What follows belongs to an exercise in optimizing a design on an open flow for small area and few clock cycles; a production flow would make more cautious choices. RTL that was checked went through simulation tests only; none was proved equivalent to the original. The RTL of run 1 was laid out without a check of its function.

<file path="flow/config.mk">
export PLATFORM = sky130hd
export DESIGN_NAME = scale_pitch_quantizer_core
export DESIGN_NICKNAME = scale_pitch_quantizer_core
export VERILOG_FILES = /design/flow/design.v
export SDC_FILE = /design/flow/constraint.sdc
export NUM_CORES = 4
export LEC_CHECK = 0
export ABC_AREA = 1
export CAP_MARGIN = 20
export CORE_MARGIN = 2
export CORE_UTILIZATION = 40
export CTS_BUF_LIST = sky130_fd_sc_hd__clkbuf_8
export SLEW_MARGIN = 20
</file>
<file path="flow/design.v">
package spq_pkg;
   localparam int NOTE_W    = 7;
   localparam int PATTERN_W = 36;
   localparam int COUNT_W   = 4;
   localparam int CSR_IDX_W = 2;
   localparam int CSR_W     = PATTERN_W;
   localparam int STEPS     = 12;
   localparam logic [NOTE_W-1:0]  LOWEST_RESET  = 7'd24;
   localparam logic [COUNT_W-1:0] COUNT_RESET   = 4'd7;
   localparam logic [2*STEPS-1:0] STEPS_RESET   = 24'h000545;
   localparam logic [CSR_IDX_W-1:0] CSR_BASE_NOTE    = 2'd0;
   localparam logic [CSR_IDX_W-1:0] CSR_STEP_COUNT   = 2'd1;
   localparam logic [CSR_IDX_W-1:0] CSR_STEP_PATTERN = 2'd2;
endpackage
import spq_pkg::*;
module spq_fifo
#(
   parameter int WIDTH = NOTE_W
) (
   input  logic             clock,
   input  logic             reset,
   input  logic             push,
   input  logic [WIDTH-1:0] push_data,
   input  logic             pop,
   output logic [WIDTH-1:0] pop_data,
   output logic             full,
   output logic             empty
);
   logic [WIDTH-1:0] slot0_ff, slot1_ff;
   logic             valid0_ff, valid1_ff;
   logic             do_push;
   logic             do_pop;
   assign do_push = push && !valid1_ff;
   assign do_pop  = pop && valid0_ff;
   always_ff @(posedge clock) begin
      if (reset) begin
         valid0_ff <= 1'b0;
         valid1_ff <= 1'b0;
      end else begin
         valid0_ff <= valid1_ff || do_push || (valid0_ff && !do_pop);
         valid1_ff <= (valid1_ff && !do_pop) || (do_push && valid0_ff && !do_pop);
      end
      if (do_pop && valid1_ff) begin
         slot0_ff <= slot1_ff;
      end else if (do_push && (!valid0_ff || do_pop)) begin
         slot0_ff <= push_data;
      end
      if (do_push) begin
         slot1_ff <= push_data;
      end
   end
   assign pop_data = slot0_ff;
   assign full     = valid1_ff;
   assign empty    = !valid0_ff;
endmodule
import spq_pkg::*;
module spq_note_lookup
#(
   parameter int SPLIT = 2
) (
   input  logic                  clock,
   input  logic                  reset,
   input  logic [NOTE_W-1:0]     lowest_n,
   input  logic                  octave,
   input  logic [2*STEPS-1:0]    steps,
   input  logic [STEPS/2-2:0][5:0] even,
   input  logic [5:0]            period_n,
   input  logic                  key_take,
   input  logic [NOTE_W-1:0]     key_in,
   input  logic                  note_take,
   output logic                  key_valid,
   output logic                  note_valid,
   output logic [NOTE_W-1:0]     note
);
   logic [NOTE_W-1:0] key;
   logic              key_valid_ff;
   logic              key_move;
   logic [NOTE_W-1:0] key_c;
   logic [NOTE_W-1:0] above;
   logic              below;
   logic [NOTE_W-1:0] base_in;
   logic [NOTE_W-1:0] part_in;
   logic [NOTE_W-1:0] base_ff;
   logic [NOTE_W-1:0] part_ff;
   logic              valid_ff;
   logic [NOTE_W-1:0] rem;
   logic [STEPS/2-2:0] past;
   logic [STEPS/2-1:0] hit;
   logic [1:0]        pos_lo;
   logic [1:0]        step_m1;
   logic [3:0]        into;
   logic [3:0]        size;
   logic [NOTE_W:0]   lo_dn;
   logic [NOTE_W:0]   lo_up;
   logic [3:0]        hi_dn;
   logic [3:0]        hi_up;
   logic              up;
   logic [NOTE_W:0]   lower;
   logic [NOTE_W:0]   upper;
   function automatic logic [NOTE_W-1:0] reduce(input logic [NOTE_W-1:0] part,
                                                input logic [5:0] per_n, input int i);
      logic [NOTE_W-1:0] diff;
      logic              cy;
      logic              x;
      logic              y;
      logic              fits;
      cy   = 1'b1;
      diff = part;
      fits = 1'b1;
      for (int b = 0; b < NOTE_W; b++) begin
         if (b >= i) begin
            x       = part[b];
            y       = (b - i < 6) ? per_n[(b - i) % 6] : 1'b1;
            diff[b] = x ^ y ^ cy;
            cy      = (x & y) | (cy & (x ^ y));
         end
      end
      for (int b = 0; b < 6; b++) begin
         if (b + i >= NOTE_W) begin
            fits = fits & per_n[b];
         end
      end
      reduce = (fits && cy) ? diff : part;
   endfunction
   function automatic logic [NOTE_W:0] addw(input logic [NOTE_W-1:0] a,
                                            input logic [NOTE_W-1:0] b,
                                            input logic cin, input int w);
      logic cy;
      cy   = cin;
      addw = '0;
      for (int k = 0; k < NOTE_W; k++) begin
         if (k < w) begin
            addw[k] = a[k] ^ b[k] ^ cy;
            cy      = (a[k] & b[k]) | (cy & (a[k] ^ b[k]));
         end
      end
      addw[w] = cy;
   endfunction
   always_comb begin
      logic cy;
      key_c = key;
      cy    = 1'b1;
      for (int b = 0; b < NOTE_W; b++) begin
         above[b] = key_c[b] ^ lowest_n[b] ^ cy;
         cy       = (key_c[b] & lowest_n[b]) | (cy & (key_c[b] ^ lowest_n[b]));
      end
      below   = !cy;
      base_in = below ? ~lowest_n : key_c;
      part_in = below ? '0 : above;
      for (int i = NOTE_W - 1; i >= SPLIT; i--) begin
         part_in = reduce(part_in, period_n, i);
      end
   end
   assign key_move = key_valid_ff && (!valid_ff || note_take);
   always_ff @(posedge clock) begin
      if (reset) begin
         key_valid_ff <= 1'b0;
         valid_ff     <= 1'b0;
      end else begin
         key_valid_ff <= key_take || (key_valid_ff && !key_move);
         valid_ff     <= key_move || (valid_ff && !note_take);
      end
      if (key_take) begin
         key <= {key_in[6:1], key_in[0] & !(&key_in[6:1])};
      end
      if (key_move) begin
         base_ff <= base_in;
         part_ff <= part_in;
      end
   end
   always_comb begin
      logic bw;
      logic [NOTE_W:0] off;
      logic [NOTE_W:0] in_b;
      logic [1:0] m_a;
      logic [1:0] m_b;
      logic [2:0] base3;
      rem = part_ff;
      for (int i = SPLIT - 1; i >= 0; i--) begin
         rem = reduce(rem, period_n, i);
      end
      for (int k = 0; k < STEPS / 2 - 1; k++) begin
         bw = 1'b0;
         for (int b = 0; b < 6; b++) begin
            bw = (!rem[b] & even[k][b]) | (!rem[b] & bw) | (even[k][b] & bw);
         end
         past[k] = !bw;
      end
      hit[0] = !past[0];
      for (int k = 1; k < STEPS / 2; k++) begin
         hit[k] = past[k-1] && ((k == STEPS / 2 - 1) || !past[k % (STEPS / 2 - 1)]);
      end
      base3 = '0;
      m_a   = '0;
      m_b   = '0;
      for (int k = 0; k < STEPS / 2; k++) begin
         if (k > 0) begin
            base3 = base3 | (hit[k] ? even[(k + STEPS / 2 - 2) % (STEPS / 2 - 1)][2:0] : 3'b0);
         end
         m_a = m_a | (hit[k] ? steps[4*k +: 2] : 2'b0);
         m_b = m_b | (hit[k] ? steps[4*k+2 +: 2] : 2'b0);
      end
      off  = addw({4'b0, rem[2:0]}, {4'b0, ~base3}, 1'b1, 3);
      in_b = addw({4'b0, off}, {5'b0011111, ~m_a}, 1'b0, 3);
      if (in_b[3]) begin
         pos_lo  = in_b[1:0];
         step_m1 = m_b;
      end else begin
         pos_lo  = off[1:0];
         step_m1 = m_a;
      end
   end
   assign hi_dn = addw({4'b0, base_ff[6:4]}, 7'b1111111, 1'b0, 3);
   assign hi_up = addw({4'b0, base_ff[6:4]}, 7'b0000000, 1'b1, 3);
   always_comb begin
      logic [2:0] gap;
      logic       past_top;
      if (octave) begin
         into = rem[3:0];
         up   = rem[3] | (rem[2] & rem[1]);
         gap  = addw({3'b0, 4'd12}, {3'b111, ~rem[3:0]}, 1'b1, 3);
      end else begin
         into = {2'b0, pos_lo};
         up   = into[1] | (into[0] & !step_m1[1]);
         gap  = {1'b0, &step_m1 & pos_lo[1] & !pos_lo[0],
                 !(&step_m1 & pos_lo[1] & !pos_lo[0])};
      end
      lo_dn = addw({3'b0, base_ff[3:0]}, {3'b0, ~into}, 1'b1, 4);
      lo_up = addw({3'b0, base_ff[3:0]}, {4'b0, gap}, 1'b0, 4);
      lower = {1'b0, lo_dn[4] ? base_ff[6:4] : hi_dn[2:0], lo_dn[3:0]};
      upper = lo_up[4] ? {hi_up, lo_up[3:0]} : {1'b0, base_ff[6:4], lo_up[3:0]};
      past_top = upper[NOTE_W] || (&upper[NOTE_W-1:0]);
      if (up && !past_top) begin
         note = upper[NOTE_W-1:0];
      end else begin
         note = lower[NOTE_W-1:0];
      end
   end
   assign key_valid  = key_valid_ff;
   assign note_valid = valid_ff;
endmodule
import spq_pkg::*;
module spq_scale_builder
(
   input  logic                  clock,
   input  logic                  reset,
   input  logic                  csr_we,
   input  logic [CSR_IDX_W-1:0]  csr_index,
   input  logic [CSR_W-1:0]      csr_wdata,
   output logic [NOTE_W-1:0]     lowest_n,
   output logic                  octave,
   output logic [2*STEPS-1:0]    steps,
   output logic [STEPS/2-2:0][5:0] even,
   output logic [5:0]            period_n
);
   logic [COUNT_W-1:0]      count;
   logic [NOTE_W-1:0]       base_w;
   logic [NOTE_W-1:0]       lowest_w;
   logic [NOTE_W-1:0]       raise;
   logic                    cy;
   logic [2*STEPS-1:0]      steps_w;
   logic [STEPS-1:0][3:0]   size;
   logic [STEPS/2-1:0][5:0] pair;
   logic [5:0]              sum_all;
   always_comb begin
      base_w = csr_wdata[NOTE_W-1:0];
      if (base_w >= 7'd21) begin
         raise = 7'd0;
      end else if (base_w >= 7'd9) begin
         raise = 7'd12;
      end else begin
         raise = 7'd24;
      end
      cy = 1'b0;
      for (int k = 0; k < NOTE_W; k++) begin
         lowest_w[k] = base_w[k] ^ raise[k] ^ cy;
         cy          = (base_w[k] & raise[k]) | (cy & (base_w[k] ^ raise[k]));
      end
      for (int i = 0; i < STEPS; i++) begin
         unique case (csr_wdata[3*i +: 3])
            3'd2:    steps_w[2*i +: 2] = 2'd1;
            3'd3:    steps_w[2*i +: 2] = 2'd2;
            3'd4:    steps_w[2*i +: 2] = 2'd3;
            default: steps_w[2*i +: 2] = 2'd0;
         endcase
      end
   end
   always_ff @(posedge clock) begin
      if (reset) begin
         lowest_n <= ~LOWEST_RESET;
         count  <= COUNT_RESET;
         steps  <= STEPS_RESET;
      end else if (csr_we) begin
         unique case (csr_index)
            CSR_BASE_NOTE:    lowest_n <= ~lowest_w;
            CSR_STEP_COUNT:   count  <= csr_wdata[COUNT_W-1:0];
            CSR_STEP_PATTERN: steps  <= steps_w;
            default: ;
         endcase
      end
   end
   assign octave = (count == '0);
   always_comb begin
      for (int i = 0; i < STEPS; i++) begin
         if (COUNT_W'(i) < count) begin
            size[i] = {1'b0, steps[2*i+1] & steps[2*i], steps[2*i+1] ^ steps[2*i], !steps[2*i]};
         end else begin
            size[i] = 4'd0;
         end
      end
      if (octave) begin
         size[0] = 4'd12;
      end
   end
   function automatic logic [5:0] add6(input logic [5:0] a, input logic [5:0] b,
                                       input int w);
      logic cy;
      logic x;
      logic y;
      cy   = 1'b0;
      add6 = '0;
      for (int k = 0; k < 6; k++) begin
         if (k < w) begin
            x       = a[k];
            y       = b[k];
            add6[k] = x ^ y ^ cy;
            cy      = (x & y) | (cy & (x ^ y));
         end
      end
   endfunction
   always_comb begin
      for (int k = 0; k < STEPS / 2; k++) begin
         pair[k] = add6({2'b0, size[2*k]}, {2'b0, size[2*k+1]}, 4);
      end
      even[0] = pair[0];
      for (int k = 1; k < STEPS / 2 - 1; k++) begin
         even[k] = add6(even[k-1], pair[k], (k < 3) ? 5 : 6);
      end
      sum_all = add6(even[STEPS/2-2], pair[STEPS/2-1], 6);
   end
   always_ff @(posedge clock) begin
      period_n <= ~sum_all;
   end
endmodule
import spq_pkg::*;
module scale_pitch_quantizer_core
(
   input  logic                 clock,
   input  logic                 reset,
   input  logic                 req_push,
   output logic                 req_full,
   input  logic [NOTE_W-1:0]    req_key,
   output logic                 rsp_empty,
   input  logic                 rsp_pop,
   output logic [NOTE_W-1:0]    rsp_scale_note,
   input  logic                 csr_we,
   input  logic [CSR_IDX_W-1:0] csr_index,
   input  logic [CSR_W-1:0]     csr_wdata
);
   logic [NOTE_W-1:0]  lowest_n;
   logic               octave;
   logic [2*STEPS-1:0] steps;
   logic [STEPS/2-2:0][5:0] even;
   logic [5:0]         period_n;
   logic               key_take;
   logic               note_valid;
   logic               note_take;
   logic [NOTE_W-1:0]  note;
   logic               rsp_full;
   logic               key_valid;
   spq_scale_builder u_builder (
      .clock     (clock),
      .reset     (reset),
      .csr_we    (csr_we),
      .csr_index (csr_index),
      .csr_wdata (csr_wdata),
      .lowest_n  (lowest_n),
      .octave    (octave),
      .steps     (steps),
      .even      (even),
      .period_n  (period_n)
   );
   assign req_full  = key_valid && note_valid && rsp_full;
   assign key_take  = req_push && !req_full;
   assign note_take = note_valid && !rsp_full;
   spq_note_lookup u_lookup (
      .clock      (clock),
      .reset      (reset),
      .lowest_n   (lowest_n),
      .octave     (octave),
      .steps      (steps),
      .even       (even),
      .period_n   (period_n),
      .key_take   (key_take),
      .key_in     (req_key),
      .note_take  (note_take),
      .key_valid  (key_valid),
      .note_valid (note_valid),
      .note       (note)
   );
   spq_fifo #(
      .WIDTH (NOTE_W)
   ) u_rsp_queue (
      .clock     (clock),
      .reset     (reset),
      .push      (note_take),
      .push_data (note),
      .pop       (rsp_pop),
      .pop_data  (rsp_scale_note),
      .full      (rsp_full),
      .empty     (rsp_empty)
   );
endmodule
</file>
<file path="flow/standard.sh">
#!/bin/bash
# synth_recipe.tcl (not shown) runs the flow's synth.tcl, then flattens the netlist and writes it again
# the make line also repeats each setting of config.mk as NAME=value (left out here)
make -C /OpenROAD-flow-scripts/flow DESIGN_CONFIG=/design/flow/config.mk WORK_HOME=/design/flow/orfs CLKGATE_MAP_FILE= SYNTH_SCRIPT=/design/flow/synth_recipe.tcl "${@:-finish}"
</file>
<file path="flow/constraint.sdc">
create_clock -name core_clock -period 10.0 [get_ports {clock}]
set_input_delay 2.0000 -clock core_clock [delete_from_list [all_inputs] [get_ports {clock}]]
set_output_delay 2.0000 -clock core_clock [all_outputs]
set_load 0.01 [all_outputs]
</file>
<file path="flow/flow/run.sh">
#!/bin/bash
# The standard layout, with the port buffers made of the smallest buffer cell
# (buf_1) instead of the cell buffer_ports picks by default. The make output
# is kept in standard_make.log; the tools' own logs stay under orfs/logs/.
set -euo pipefail
export BUFFER_PORTS_ARGS="-buffer_cell sky130_fd_sc_hd__buf_1"
bash standard.sh > standard_make.log 2>&1
</file>
==> flow_summary.toml, run 1 <==
[status]
status = "no timing/DRC/antenna violations"

[synthesis]
synth_ff_type = "dfxtp_1"
avgSynthCellArea_um2 = 7.82
synth_cells = 910
yosys_register_bits = 80
ys_types = 46
synth_edf_count = 35
netlist_area_um2 = 7120
synthArstFlopShare = 0
netlist.area_leader.share = 0.177
yosysTopAreaCell = "fa_1"
synth.yosys.seq_area_share = 0.274
synth_area_leaders = "fa_1 18%, edfxtp_1 15%, dfxtp_1 13%"
syn_nets = 1068
synthTopCellsByCount = "215 x nand2_1, 184 x inv_1, 63 x fa_1, 57 x nand3_1, 56 x o21ai_0"
yosysWarnings = 3
synth_most_common_cell = "nand2_1"

[worst_setup_path]
rr_worst_depth = 44
r2r_end = "u_rsp_queue.slot0_ff[3]"
crit_type = "reg2reg"
crit_arrival_ps = 9850
critical_path_required_ps = 10240
worstPathMaxFanout = 8
crit_path_top_delay_cell = "fa_2"
reg2reg_from = "u_builder.count[3]"
critPathMaxStageDelay_ps = 610
setup.worst_path.end_class = "flop"
rrSetupSlack_ps = 390
worst_path_most_repeated_cell = "fa_2"
start_kind = "flop"

[grt]
antenna_found_initial = 1
grt.total_usage = 0.192
overflow = 0
grt_start_max_net_pins = 25
grt_pass1_wl_um = 28000
grt_pass1_vias = 5677

[hold_path]
hp-start = "u_builder.steps[5]"
hp-class = "reg2reg"
min_path_cells = 2
min_to = "u_builder.steps[5]"

[cts]
cts_tree = "yes"
clock-sinks = 80
cts_max_level = 3
clockRootBuffer = "clkbuf_8"
cts_max_path_buffers = 2
insertion_delay_ps = 360
clk_pin_slew_worst_paths_ps = 100
cts_made_buffers = 9

[final_layout]
utilization = 0.487
areaGrowthSynthToFinish_pct = 18.7
diodes = 0
drive_gt1_frac = 0.170
nNetsFinal = 1186
fill_cells = 1742

[routing]
drt-total-wl_um = 17100
first_pass_iters = 5
vias = 6092
viasPerCell = 4.84
drc = 0
ant_nets = 0
avgRoutedWirePerCell_um = 13.6
drtIter0Drc = 334

[sta]
setup_violations = 0
min_period_over_period = 0.961
final.setup_skew_ps = 14.5
drv_slew = 0
fmax_ghz = 0.104
min_period_ps = 9610
hold_viol_final = 0
fin_setup_tns_ps = 0
worst_slew_pin_slew_ps = 935
relSlewSlack = 0.374
hold_slack_ps = 494

[die]
initial_core_util = 0.410
dieHeight_um = 137
die_area_um2 = 18900
core-area_um2 = 17400
ios = 59
die_w_um = 137
rows = 48

[placed_design]
gp_congestion = 0.968
dpl.hpwl_um = 14100
port_buffers = 58

[run]
drv_cap = 0
-- repair_timing --
item	CTS	global route
hold buffers	0	0
resized for setup	5	67
setup endpoints to repair	14	19
setup buffers	0	19
endpoints found under the hold margin	0	0
pin swaps	1	37
gates cloned	0	2
-- logic make-up after synthesis --
family | Yosys count | synth area share
AND/OR/NAND/NOR | 376 | 0.239
buffers and inverters | 202 | 0.108
AO/OA/AOI/OAI | 130 | 0.104
adder cells (fa/ha/maj) | 108 | 0.256
flip-flops | 80 | 0.274
XOR/XNOR | 8 | 0.00985
multiplexers | 6 | 0.00862
-- final cells by class --
type	count	area [um^2]	share of cell area
clock buffer	9	124	0.0147
clock inverter	7	88.8	0.0105
inverter	192	721	0.0853
multi-input combinational	630	4620	0.546
sequential	80	1950	0.231
tap	225	282	0.0333
timing repair buffer	115	662	0.0784
-- worst max-delay path by stage --
stage,end,slack [ps],from
final,u_rsp_queue.slot0_ff[3],390,u_builder.count[3]
after global routing,u_rsp_queue.slot0_ff[1],-50,u_builder.count[3]
after CTS,u_rsp_queue.slot0_ff[4],20,u_builder.count[2]
after detailed placement,u_rsp_queue.slot0_ff[6],-130,u_lookup.part_ff[1]
after global placement,u_rsp_queue.slot0_ff[6],-50,u_lookup.part_ff[1]
after floorplan,u_rsp_queue.slot0_ff[6],30,u_builder.count[2]
-- through the flow --
step / setup slack (ps) / cell area [um^2] / cells
3_3_place_gp: -52.9 / 7870 / 1221
5_1_grt: -53.3 / 8450 / 1258
6_report: 394 / 8450 / 1258
3_5_place_dp: -130 / 7870 / 1221
2_1_floorplan: 32.2 / 7120 / 910
4_1_cts: 15.5 / 8100 / 1237
-- critical path, delay by kind of cell, from the launching register on --
family                     cells  cell delay, ps
and+or+nand+nor               16            1540
muxes                          1             280
DFF                            1             350
AOI/OAI and AO/OA              5             880
adders and majority gates     15            5800
buffers and inverters          7             620
-- sequential cells by signal, indices dropped and copies added, names as in the netlist, 4 cells and up --
name / cells
u_lookup.part_ff: 7
u_lookup.key: 7
u_lookup.base_ff: 7
u_builder.steps: 24
u_builder.period_n: 6
u_rsp_queue.slot0_ff: 7
u_builder.lowest_n: 7
u_rsp_queue.slot1_ff: 7
u_builder.count: 4
-- cells in the final DEF (no fill, tap or decap), types with 6 or more instances in the layout --
master    Yosys  routed
nand3_1      57      57
o21ai_0      56      50
nand4_1      11      11
nor2_1       44      40
nand2_4       6       8
buf_1         0      58
buf_4         0      55
edfxtp_1     35      35
nand2_1     215     208
inv_1       184     175
clkbuf_8      0       9
o21ai_1       5      10
ha_1         45      43
inv_2         7      16
nand2_2      12      17
a21oi_1      40      36
fa_1         63      41
and2_1        7       6
dfxtp_1      45      43
fa_2          0      22
o21ai_2       6       6
-- per-layer routing --
metal	wire (um)	up-vias	part of all wire	global-route usage
li1	-	3133	-	-
met1	8340	2779	0.49	0.275
met2	7790	154	0.45	0.304
met3	743	24	0.043	0.0250
met4	246	2	0.014	0.0521
met5	13	-	0.00076	0
==> run 2, diff against run 1 <==
--- a/flow/design.v
+++ b/flow/design.v
@@ -57,5 +57,5 @@
 module spq_note_lookup
 #(
-   parameter int SPLIT = 2
+   parameter int SPLIT = 1
 ) (
    input  logic                  clock,
@@ -79,5 +79,6 @@
    logic [NOTE_W-1:0] above;
    logic              below;
-   logic [NOTE_W-1:0] base_in;
+   logic [NOTE_W:0]   base_in;
+   logic [NOTE_W-1:0] gap_in;
    logic [NOTE_W-1:0] part_in;
    logic [NOTE_W-1:0] base_ff;
@@ -139,5 +140,5 @@
    always_comb begin
       logic cy;
-      key_c = key;
+      key_c = {key_in[6:1], key_in[0] & !(&key_in[6:1])};
       cy    = 1'b1;
       for (int b = 0; b < NOTE_W; b++) begin
@@ -145,7 +146,10 @@
          cy       = (key_c[b] & lowest_n[b]) | (cy & (key_c[b] ^ lowest_n[b]));
       end
-      below   = !cy;
-      base_in = below ? ~lowest_n : key_c;
-      part_in = below ? '0 : above;
+      below = !cy;
+      gap_in  = below ? '0 : above;
+   end
+   always_comb begin
+      base_in = addw(~lowest_n, key, 1'b0, NOTE_W);
+      part_in = key;
       for (int i = NOTE_W - 1; i >= SPLIT; i--) begin
          part_in = reduce(part_in, period_n, i);
@@ -162,8 +166,8 @@
       end
       if (key_take) begin
-         key <= {key_in[6:1], key_in[0] & !(&key_in[6:1])};
+         key <= gap_in;
       end
       if (key_move) begin
-         base_ff <= base_in;
+         base_ff <= base_in[NOTE_W-1:0];
          part_ff <= part_in;
       end
@@ -216,4 +220,5 @@
       logic [2:0] gap;
       logic       past_top;
+      logic       top4;
       if (octave) begin
          into = rem[3:0];
@@ -230,5 +235,14 @@
       lower = {1'b0, lo_dn[4] ? base_ff[6:4] : hi_dn[2:0], lo_dn[3:0]};
       upper = lo_up[4] ? {hi_up, lo_up[3:0]} : {1'b0, base_ff[6:4], lo_up[3:0]};
-      past_top = upper[NOTE_W] || (&upper[NOTE_W-1:0]);
+      top4 = &base_ff[6:3];
+      unique case (gap)
+         3'd1:    past_top = top4 & (&base_ff[2:1]);
+         3'd2:    past_top = top4 & base_ff[2] & (base_ff[1] | base_ff[0]);
+         3'd3:    past_top = top4 & base_ff[2];
+         3'd4:    past_top = top4 & (base_ff[2] | (base_ff[1] & base_ff[0]));
+         3'd5:    past_top = top4 & (base_ff[2] | base_ff[1]);
+         3'd6:    past_top = top4 & (|base_ff[2:0]);
+         default: past_top = top4;
+      endcase
       if (up && !past_top) begin
          note = upper[NOTE_W-1:0];
==> run 2 against run 1 <==
Critical path type unchanged. Global-route usage decreased by 1.3 points. Critical endpoint is now u_rsp_queue.slot0_ff[6]. Register-to-register slack improved by 180 ps. Worst hold slack got worse by 28 ps. Highest routed layer is now met4. Synthesized area increased by 2.0%. Clock skew increased by 2.7 ps. Still clean. Synthesized cell count increased by 3.0%.
==> flow_summary.toml, run 2 <==
[status]
status = "no timing/DRC/antenna violations"

[placed_design]
port_buffers = 58
dp_cells = 1218
dpl.hpwl_um = 13900
pre_cts_ws_ps = 36.0
gp_congestion = 0.967

[worst_setup_path]
critical_path_required_ps = 10130
critPathMaxStageDelay_ps = 570
reg2reg_from = "u_builder.count[2]"
worstPathMaxFanout = 8
rrSetupSlack_ps = 570
setup.worst_path.end_class = "flop"
crit_arrival_ps = 9560
crit_path_top_delay_cell = "fa_1"
r2r_end = "u_rsp_queue.slot0_ff[6]"
worst_path_most_repeated_cell = "fa_1"
start_kind = "flop"
rr_worst_depth = 44
crit_type = "reg2reg"

[final_layout]
regMostFlops = "u_builder.steps"
nNetsFinal = 1164
areaGrowthSynthToFinish_pct = 10.8
layout_commonest_cell = "nand2_1"
drive_gt1_frac = 0.0725
stdcell_count = 1236
largest_register_ffs = 24
diodes = 0
layout_common_cells = "237 x nand2_1, 184 x inv_1, 64 x fa_1"
utilization = 0.449

[die]
ios = 59
die_area_um2 = 19200
core-area_um2 = 17900
dieHeight_um = 139
rows = 49
initial_core_util = 0.405
die_w_um = 139

[cts]
cts_made_buffers = 9
insertion_delay_ps = 370
cts_max_level = 3
clockRootBuffer = "clkbuf_8"
clk_pin_slew_worst_paths_ps = 90
cts_max_path_buffers = 2
clock-sinks = 80
cts_tree = "yes"

[routing]
first_pass_iters = 5
viasPerCell = 4.79
avgRoutedWirePerCell_um = 13.3
vias = 5925
drtIter0Drc = 264
ant_nets = 0
drt-total-wl_um = 16400
drc = 0

[sta]
worst_slew_pin_slew_ps = 766
setup_ws_ps = 570
min_period_over_period = 0.943
hold_viol_final = 0
drv_slew = 0
min_period_ps = 9430
rsz0062_at_grt = "no"
fmax_ghz = 0.106
relSlewSlack = 0.485
fin_setup_tns_ps = 0
setup_violations = 0
final.setup_skew_ps = 17.2

[synthesis]
synthTopCellsByCount = "237 x nand2_1, 185 x inv_1, 68 x fa_1, 60 x nor2_1, 59 x nand3_1"
synth_most_common_cell = "nand2_1"
synth_ff_type = "dfxtp_1"
avgSynthCellArea_um2 = 7.74
synthArstFlopShare = 0
yosys_register_bits = 80
yosysWarnings = 3
syn_nets = 1099
netlist.area_leader.share = 0.188
synth_edf_count = 35
synth_cells = 937
ys_types = 41
yosysTopAreaCell = "fa_1"
synth_area_leaders = "fa_1 19%, edfxtp_1 14%, dfxtp_1 12%"
synth.yosys.seq_area_share = 0.269
netlist_area_um2 = 7250

[grt]
grt.total_usage = 0.178
grt_start_max_net_pins = 30
grt_pass1_wl_um = 27900
grt_pass1_vias = 5658
overflow = 0
antenna_found_initial = 0

[hold_path]
min_path_cells = 0
hp-class = "reg2reg"
hp-start = "u_lookup.key[0]"
min_to = "u_lookup.part_ff[0]"

[run]
drv_cap = 0
-- run 2: timing repair --
| action | in CTS | in global routing |
|---|---|---|
| setup endpoints to repair | 0 | 15 |
| endpoints found under the hold margin | 0 | 0 |
| hold buffers | 0 | 0 |
| setup buffers | 0 | 2 |
| gates resized for setup | 0 | 14 |
-- run 2: layer usage --
layer  vias up  global-route usage  part of all wire
li1       3084                   -                 -
met1      2700               0.250              0.48
met2       122               0.291              0.46
met3        19              0.0259             0.037
met4         0              0.0489             0.016
met5         -                   0                 0
-- run 2: how the worst max path moves through the flow --
stage,from,endpoint,slack [ps],cells past startpoint
floorplan,u_builder.count[3],u_rsp_queue.slot0_ff[6],640,45
global placement,u_builder.count[2],u_rsp_queue.slot0_ff[6],190,44
detailed placement,u_builder.count[2],u_rsp_queue.slot0_ff[6],40,44
CTS,u_builder.count[2],u_rsp_queue.slot0_ff[6],40,44
global route,u_builder.count[2],u_rsp_queue.slot0_ff[6],4,44
finish,u_builder.count[2],u_rsp_queue.slot0_ff[6],570,44
-- run 2: cells by family after synthesis --
group,synth area share
simple gates,0.250
fa+ha+maj,0.264
xor+xnor,0.0133
flops,0.269
compound gates,0.0874
buf+inv,0.104
mux,0.0129
-- run 2: layout make-up --
| cell class | count | area (um^2) |
|---|---|---|
| Fill cell | 1843 | 9870 |
| Clock buffer | 9 | 124 |
| Multi-Input combinational cell | 659 | 4590 |
| Timing Repair Buffer | 65 | 270 |
| Sequential cell | 80 | 1950 |
| Tap cell | 229 | 287 |
| Clock inverter | 7 | 101 |
| Inverter | 187 | 706 |
-- run 2: metrics by stage --
stage | hold slack [ps] | cell area, um^2
5_1_grt | 477 | 8040
3_3_place_gp | 436 | 7750
4_1_cts | 467 | 7980
6_report | 467 | 8040
3_5_place_dp | 447 | 7750
2_1_floorplan | 431 | 7250
-- run 2: critical path, delay by kind of cell, from the launching register on --
| family | cells | cell delay [ps] |
|---|---|---|
| AOI/OAI and AO/OA | 5 | 610 |
| and+or+nand+nor | 13 | 1150 |
| adders and majority gates | 16 | 6240 |
| DFF | 1 | 370 |
| buffers and inverters | 10 | 830 |
Testbench counts of run 2, summed over its fixed seeds: cycles 9,830.
==> run 3, diff against run 2 <==
--- a/flow/design.v
+++ b/flow/design.v
@@ -146,6 +146,6 @@
          cy       = (key_c[b] & lowest_n[b]) | (cy & (key_c[b] ^ lowest_n[b]));
       end
-      below = !cy;
-      gap_in  = below ? '0 : above;
+      below  = !cy;
+      gap_in = below ? '0 : above;
    end
    always_comb begin
--- a/flow/config.mk
+++ b/flow/config.mk
@@ -11,3 +11,4 @@
 export CORE_UTILIZATION = 40
 export CTS_BUF_LIST = sky130_fd_sc_hd__clkbuf_8
+export PLACE_DENSITY = 0.75
 export SLEW_MARGIN = 20
==> run 3 against run 2 <==
Critical path type unchanged. Synthesized area is the same. First-iteration DRC count shrank 13%. Clock skew shrank 0.53 ps. Non-clock buffer count grew 3.
==> flow_summary.toml, run 3 <==
[final_layout]
areaGrowthSynthToFinish_pct = 10.8
nNetsFinal = 1167
stdcell_count = 1239
diodes = 0
layout_common_cells = "237 x nand2_1, 183 x inv_1, 59 x nor2_1"
layout_commonest_cell = "nand2_1"
utilization = 0.449
regMostFlops = "u_builder.steps"
largest_register_ffs = 24
drive_gt1_frac = 0.0822
postLayoutCellArea_um2 = 8040

[routing]
vias = 5974
first_pass_iters = 4
drtIter0Drc = 229
drt-total-wl_um = 16200
drc = 0
ant_nets = 0
avgRoutedWirePerCell_um = 13.1
viasPerCell = 4.82

[sta]
drv_slew = 0
fin_setup_tns_ps = 0
relSlewSlack = 0.459
worst_slew_pin_slew_ps = 805
fmax_ghz = 0.105
hold_viol_final = 0
final.setup_skew_ps = 16.7
setup_violations = 0
min_period_over_period = 0.949
rsz0062_at_grt = "no"
min_period_ps = 9490

[cts]
cts-hold-fix-buffers = 0
clock-sinks = 80
clk_pin_slew_worst_paths_ps = 90
cts_max_path_buffers = 2
cts_made_buffers = 9
clockRootBuffer = "clkbuf_8"
cts_max_level = 3
insertion_delay_ps = 360
cts_tree = "yes"

[worst_setup_path]
crit_start = "u_builder.count[3]"
r2r_end = "u_rsp_queue.slot0_ff[6]"
crit_type = "reg2reg"
crit_family = "adder cells"
worstPathMaxFanout = 8
crit_path_top_delay_cell = "fa_1"
cp.depth = 44
crit_arrival_ps = 9620
critPathMaxStageDelay_ps = 540
reg2reg_from = "u_builder.count[3]"
worst_path_most_repeated_cell = "inv_1"
critical_path_required_ps = 10120
rrSetupSlack_ps = 510
start_kind = "flop"
setup.worst_path.end_class = "flop"
rr_worst_depth = 44
critPathBufInv = 10

[synthesis]
synth_area_leaders = "fa_1 19%, edfxtp_1 14%, dfxtp_1 12%"
yosysTopAreaCell = "fa_1"
ys_types = 41
synthArstFlopShare = 0
netlist_area_um2 = 7250
syn_nets = 1099
yosys_register_bits = 80
avgSynthCellArea_um2 = 7.74
netlist.area_leader.share = 0.188
synth_edf_count = 35
yosysWarnings = 3
synth_most_common_cell = "nand2_1"
synthTopCellsByCount = "237 x nand2_1, 185 x inv_1, 68 x fa_1, 60 x nor2_1, 59 x nand3_1"
synth_ff_type = "dfxtp_1"
synth.yosys.seq_area_share = 0.269
synth_cells = 937

[grt]
grt_use_met3 = 0.0307
grt_start_max_net_pins = 30
use_met2 = 0.298
grt_pass1_wl_um = 27800
antenna_found_initial = 0
grt.busiest_layer = "met2"
grt.total_usage = 0.176
met1_usage = 0.239
overflow = 0
grt_pass1_vias = 5748

[die]
dieHeight_um = 139
core-area_um2 = 17900
ios = 59
initial_core_util = 0.405
die_area_um2 = 19200
die_w_um = 139
rows = 49

[placed_design]
gp_congestion = 0.968
dpl.hpwl_um = 13700
dp_cells = 1217
port_buffers = 58
placed_area_um2 = 7740

[hold_path]
hp-start = "u_lookup.key[0]"
min_to = "u_lookup.part_ff[0]"
hp-class = "reg2reg"
min_path_cells = 0

[run]
drv_cap = 0

[status]
status = "no timing/DRC/antenna violations"
run 3: what timing repair did:
action,in CTS,in global routing
buffers inserted,0,6
gates resized for setup,0,23
endpoints found under the setup margin,0,16
run 3: how the worst max path moves through the flow:
| stage | endpoint |
|---|---|
| final | u_rsp_queue.slot0_ff[6] |
| after global routing | u_rsp_queue.slot1_ff[5] |
| after CTS | u_rsp_queue.slot0_ff[6] |
| after detailed placement | u_rsp_queue.slot0_ff[6] |
| after global placement | u_rsp_queue.slot0_ff[6] |
| after floorplan | u_rsp_queue.slot0_ff[6] |
run 3: routing by layer:
layer  vias to the layer above  share of wire  wire length (um)
met1                      2746           0.46              7440
met5                         -              0                 0
met4                         0          0.011               177
met3                        15          0.047               768
met2                       137           0.48              7840
li1                       3076              -                 -
run 3: cell type report:
cell class                 count  area, um^2
tap                          229         287
fill                        1825        9860
clock buffer                   9         124
multi-input combinational    659        4610
sequential                    80        1950
clock inverter                 7        63.8
timing repair buffer          68         293
inverter                     187         706
run 3: worst register-to-register path, delay by kind of cell (launching register included):
family | cells | cell delay, ps
compound gates | 5 | 650
fa+ha+maj | 16 | 6230
buf+inv | 10 | 810
flops | 1 | 370
simple gates | 13 | 1230
run 3: metrics by stage:
stage | worst slack [ps] | hold slack (ps)
after CTS | 24.2 | 469
after detailed placement | 16.7 | 456
after global routing | 10.8 | 487
after floorplan | 635 | 431
final | 506 | 462
after global placement | 264 | 438
run 3: cells by family after synthesis:
kind of cell | Yosys count | share of synthesized area
DFF | 80 | 0.269
muxes | 9 | 0.0129
and+or+nand+nor | 412 | 0.250
adders and majority gates | 112 | 0.264
AOI/OAI and AO/OA | 115 | 0.0874
xor gates and xnor gates | 11 | 0.0133
buffers and inverters | 198 | 0.104
Testbench counts of run 3, summed over its fixed seeds: cycles 9,830.
==> run 4, diff against run 3 <==
--- a/flow/config.mk
+++ b/flow/config.mk
@@ -11,4 +11,3 @@
 export CORE_UTILIZATION = 40
 export CTS_BUF_LIST = sky130_fd_sc_hd__clkbuf_8
-export PLACE_DENSITY = 0.75
 export SLEW_MARGIN = 20
==> run 4 against run 3 <==
Wire length rose by 1.2%. Largest cell class unchanged. Non-clock buffer count shrank 3. Sequential cell count did not move. Fmax increased by 0.67%. Worst hold slack better by 4.2 ps. Via count decreased by 0.82%. Die area stayed put. Clock skew rose by 0.53 ps.
==> flow_summary.toml, run 4 <==
[status]
status = "no timing/DRC/antenna violations"

[synthesis]
synth_compound_area_frac = 0.0874
synth_cells = 937
synth-adder-area-share = 0.264
synth.yosys.seq_area_share = 0.269
synth_top_family_by_area = "adder cells"
netlist.area_leader.share = 0.188
synth_edf_count = 35
synth_ff_type = "dfxtp_1"
synthArstFlopShare = 0
ys_types = 41
yosysWarnings = 3
synth-xor-area-share = 0.0133
synthMuxAreaShare = 0.0129
synth_most_common_cell = "nand2_1"
synthTopCellsByCount = "237 x nand2_1, 185 x inv_1, 68 x fa_1, 60 x nor2_1, 59 x nand3_1"
avgSynthCellArea_um2 = 7.74
syn_nets = 1099
yosysTopAreaCell = "fa_1"
synth-simple-area-share = 0.250
netlist_area_um2 = 7250
synth_area_leaders = "fa_1 19%, edfxtp_1 14%, dfxtp_1 12%"
yosys_register_bits = 80

[cts]
insertion_delay_ps = 370
clockRootBuffer = "clkbuf_8"
cts_tree = "yes"
cts_max_level = 3
clk_pin_slew_worst_paths_ps = 90
cts_made_buffers = 9
cts_max_path_buffers = 2
clock-sinks = 80

[routing]
drtIter0Drc = 264
drc = 0
vias = 5925
ant_nets = 0
first_pass_iters = 5
drt-total-wl_um = 16400
avgRoutedWirePerCell_um = 13.3
viasPerCell = 4.79

[grt]
grt.total_usage = 0.178
overflow = 0
grt_pass1_wl_um = 27900
grt_start_max_net_pins = 30
antenna_found_initial = 0
grt_pass1_vias = 5658

[worst_setup_path]
crit_path_top_delay_cell = "fa_1"
crit_family = "adder cells"
start_kind = "flop"
critPathMaxStageDelay_ps = 570
worstPathMaxFanout = 8
worst_path_most_repeated_cell = "fa_1"
crit_type = "reg2reg"
setup.worst_path.end_class = "flop"
critPathBufInv = 10
critical_path_required_ps = 10130
crit_arrival_ps = 9560

[sta]
worst_slew_pin_slew_ps = 766
drv_slew = 0
relSlewSlack = 0.485
hold_viol_final = 0
min_period_over_period = 0.943
hold_slack_ps = 467
final.setup_skew_ps = 17.2
min_period_ps = 9430
setup_ws_ps = 570
fmax_ghz = 0.106
fin_setup_tns_ps = 0
rsz0062_at_grt = "no"
setup_violations = 0

[final_layout]
areaGrowthSynthToFinish_pct = 10.8
drive_gt1_frac = 0.0725
utilization = 0.449
postLayoutCellArea_um2 = 8040
layout_commonest_cell = "nand2_1"
fill_cells = 1843
largest_register_ffs = 24
regMostFlops = "u_builder.steps"
nNetsFinal = 1164
layout_common_cells = "237 x nand2_1, 184 x inv_1, 64 x fa_1"
diodes = 0

[die]
dieHeight_um = 139
rows = 49
core-area_um2 = 17900
ios = 59
initial_core_util = 0.405
die_area_um2 = 19200
die_w_um = 139

[run]
drv_cap = 0

[hold_path]
hp-class = "reg2reg"

[placed_design]
dpl.hpwl_um = 13900
gp_congestion = 0.967
placed_area_um2 = 7750
pre_cts_ws_ps = 36.0
port_buffers = 58
run 4: worst register-to-register path, delay by kind of cell, from the launching register on:
family	cells	cell delay [ps]
AO/OA/AOI/OAI	5	620
adder cells (fa/ha/maj)	16	6240
buffers and inverters	10	840
flip-flops	1	370
AND/OR/NAND/NOR	13	1150
run 4: timing repair:
item,CTS,global route
setup buffers,0,2
resized for setup,0,14
setup endpoints to repair,0,15
hold buffers,0,0
run 4: cell type report:
cell class / instances / area, um^2 / area share
inverter: 187 / 706 / 0.0878
sequential: 80 / 1950 / 0.243
timing repair buffer: 65 / 270 / 0.0336
clock buffer: 9 / 124 / 0.0154
tap: 229 / 287 / 0.0357
multi-input combinational: 659 / 4590 / 0.572
clock inverter: 7 / 101 / 0.0126
run 4: cells by family after synthesis:
| logic type | Yosys count |
|---|---|
| compound gates | 115 |
| xor+xnor | 11 |
| fa+ha+maj | 112 |
| buf+inv | 198 |
| flops | 80 |
| mux | 9 |
| simple gates | 412 |
run 4: worst paths after layout:
| check | start | end | slack [ps] | depth (start not counted) |
|---|---|---|---|---|
| setup / recovery | u_builder.count[2] | u_rsp_queue.slot0_ff[6] | 570 | 44 |
| hold / removal | u_lookup.key[0] | u_lookup.part_ff[0] | 470 | 0 |
| setup reg to reg | u_builder.count[2] | u_rsp_queue.slot0_ff[6] | 570 | 44 |
| hold reg to reg | u_lookup.key[0] | u_lookup.part_ff[0] | 470 | 0 |
run 4: routing by layer:
layer,part of all wire,track usage,up-vias
met2,0.46,0.291,122
li1,-,-,3084
met3,0.037,0.0259,19
met5,0,0,-
met1,0.48,0.250,2700
met4,0.016,0.0489,0
run 4: metrics by stage:
stage / cells
2_1_floorplan: 937
3_3_place_gp: 1218
3_5_place_dp: 1218
4_1_cts: 1234
5_1_grt: 1236
6_report: 1236
==> run 5, diff against run 4 <==
--- a/flow/config.mk
+++ b/flow/config.mk
@@ -10,4 +10,4 @@
 export CORE_MARGIN = 2
 export CORE_UTILIZATION = 40
-export CTS_BUF_LIST = sky130_fd_sc_hd__clkbuf_8
+export CTS_BUF_LIST = sky130_fd_sc_hd__clkbuf_4 sky130_fd_sc_hd__clkbuf_8
 export SLEW_MARGIN = 20
==> run 5 against run 4 <==
Still clean on timing, DRC and antenna. Cell count unchanged. Fmax unchanged. Non-clock buffer count stayed put. Core utilization did not move. Via count stayed put. Synthesized cell count stayed put. Critical path type unchanged. Largest cell class unchanged.
==> flow_summary.toml, run 5 <==
[routing]
first_pass_iters = 5
drtIter0Drc = 264
avgRoutedWirePerCell_um = 13.3
drt-total-wl_um = 16400
vias = 5925
viasPerCell = 4.79
drc = 0
ant_nets = 0

[die]
die_area_um2 = 19200
ios = 59
initial_core_util = 0.405
dieHeight_um = 139
rows = 49
core-area_um2 = 17900
die_w_um = 139

[sta]
rsz0062_at_grt = "no"
setup_ws_ps = 570
relSlewSlack = 0.485
setup_violations = 0
final.setup_skew_ps = 17.2
min_period_ps = 9430
hold_slack_ps = 467
min_period_over_period = 0.943
fmax_ghz = 0.106
worst_slew_pin_slew_ps = 766
fin_setup_tns_ps = 0
hold_viol_final = 0
drv_slew = 0

[final_layout]
areaGrowthSynthToFinish_pct = 10.8
diodes = 0
drive_gt1_frac = 0.0725
layout_commonest_cell = "nand2_1"
seqCellArea_um2 = 1950
fill_cells = 1843
regMostFlops = "u_builder.steps"
nNetsFinal = 1164
multi_input_area_um2 = 4590
largest_register_ffs = 24
layout_common_cells = "237 x nand2_1, 184 x inv_1, 64 x fa_1"

[worst_setup_path]
rr_worst_depth = 44
critPathMaxStageDelay_ps = 570
crit_type = "reg2reg"
crit_path_top_delay_cell = "fa_1"
start_kind = "flop"
worstPathMaxFanout = 8
worst_path_most_repeated_cell = "fa_1"
critical_path_required_ps = 10130
reg2reg_from = "u_builder.count[2]"
crit_family = "adder cells"
r2r_end = "u_rsp_queue.slot0_ff[6]"
setup.worst_path.end_class = "flop"
critPathBufInv = 10
crit_arrival_ps = 9560
rrSetupSlack_ps = 570

[cts]
clk_pin_slew_worst_paths_ps = 90
cts_tree = "yes"
clock-sinks = 80
cts_made_buffers = 9
cts_max_path_buffers = 2
insertion_delay_ps = 370
clockRootBuffer = "clkbuf_8"
cts_max_level = 3

[synthesis]
syn_nets = 1099
synth_edf_count = 35
synthTopCellsByCount = "237 x nand2_1, 185 x inv_1, 68 x fa_1, 60 x nor2_1, 59 x nand3_1"
netlist_area_um2 = 7250
yosys_register_bits = 80
synth_ff_type = "dfxtp_1"
yosysTopAreaCell = "fa_1"
netlist.area_leader.share = 0.188
synth_compound_area_frac = 0.0874
synth_area_leaders = "fa_1 19%, edfxtp_1 14%, dfxtp_1 12%"
synthMuxAreaShare = 0.0129
synth_most_common_cell = "nand2_1"
synth_cells = 937
avgSynthCellArea_um2 = 7.74
synth-xor-area-share = 0.0133
synthArstFlopShare = 0
yosysWarnings = 3
synth-adder-area-share = 0.264
synth_top_family_by_area = "adder cells"
synth.yosys.seq_area_share = 0.269
synth-simple-area-share = 0.250
ys_types = 41

[placed_design]
gp_congestion = 0.967
dpl.hpwl_um = 13900
pre_cts_ws_ps = 36.0
port_buffers = 58

[grt]
grt_pass1_wl_um = 27900
overflow = 0
antenna_found_initial = 0
grt_start_max_net_pins = 30
grt.total_usage = 0.178
grt_pass1_vias = 5658

[status]
status = "no timing/DRC/antenna violations"

[hold_path]
hp-class = "reg2reg"
hp-start = "u_lookup.key[0]"
min_path_cells = 0
min_to = "u_lookup.part_ff[0]"

[run]
drv_cap = 0
[run 5: cell counts in the layout (fill, tap and decap cells not counted)]
Identical to the previous run, type by type.
[run 5: cells by family (layout without fill, tap and decap cells)]
logic type / after synthesis / count (layout)
DFF: 80 / 80
xor gates and xnor gates: 11 / 11
AOI/OAI and AO/OA: 115 / 115
and+or+nand+nor: 412 / 412
muxes: 9 / 9
adders and majority gates: 112 / 112
buffers and inverters: 198 / 268
[run 5: how the worst max path moves through the flow]
| stage | from | endpoint | cells after the start |
|---|---|---|---|
| finish | u_builder.count[2] | u_rsp_queue.slot0_ff[6] | 44 |
| global route | u_builder.count[2] | u_rsp_queue.slot0_ff[6] | 44 |
| CTS | u_builder.count[2] | u_rsp_queue.slot0_ff[6] | 44 |
| detailed placement | u_builder.count[2] | u_rsp_queue.slot0_ff[6] | 44 |
| global placement | u_builder.count[2] | u_rsp_queue.slot0_ff[6] | 44 |
| floorplan | u_builder.count[3] | u_rsp_queue.slot0_ff[6] | 45 |
[run 5: final cells by class]
class | count | area share
Clock inverter | 7 | 0.0126
Clock buffer | 9 | 0.0154
Sequential cell | 80 | 0.243
Inverter | 187 | 0.0878
Tap cell | 229 | 0.0357
Timing Repair Buffer | 65 | 0.0336
Multi-Input combinational cell | 659 | 0.572
[run 5: what timing repair did]
action,CTS,global route
hold buffers,0,0
gates resized for setup,0,14
endpoints found under the setup margin,0,15
endpoints found under the hold margin,0,0
buffers inserted,0,2
[run 5: per-layer routing]
metal / global-route usage / routed length, um
met5: 0 / 0
met2: 0.291 / 7590
met3: 0.0259 / 612
met1: 0.250 / 7960
met4: 0.0489 / 257
[run 5: stage by stage]
| step | cells | util | instance area [um^2] |
|---|---|---|---|
| floorplan | 937 | - | 7250 |
| global placement | 1218 | 0.433 | 7750 |
| detailed placement | 1218 | 0.433 | 7750 |
| CTS | 1234 | 0.446 | 7980 |
| global route | 1236 | 0.449 | 8040 |
| finish | 1236 | 0.449 | 8040 |

## what the ideal ports hide
The flow's constraints put no driver on any port. The routed layouts listed below were extracted and timed again, unchanged, in two steps.
Step 1, drivers: a clkbuf_16 drives clock and a buf_2 each remaining input, both assumed.
Step 2 times the ports against the registers' clock, not the clock port: input delays grow and output delays shrink by t, the midpoint of the rising clock arrivals with the driver on.
Three values: no drivers, after step 1, after step 2; two values: the first two.
run	t, ns	setup slack, ns	hold slack, ns	worst setup path after step 2	worst data-port slew with drivers (ns)
run 1	0.395	0.394 / 0.394 / 0.394	0.494 / 0.494 / 0.494	register to register	0.04
run 2	0.397	0.570 / 0.570 / 0.570	0.467 / 0.467 / 0.467	register to register	0.05
run 3	0.391	0.506 / 0.506 / 0.506	0.462 / 0.462 / 0.462	register to register	0.05
run 4	0.397	0.570 / 0.570 / 0.570	0.467 / 0.467 / 0.467	register to register	0.05
run 5	0.397	0.570 / 0.570 / 0.570	0.467 / 0.467 / 0.467	register to register	0.05
After both steps every run listed still meets setup and hold.
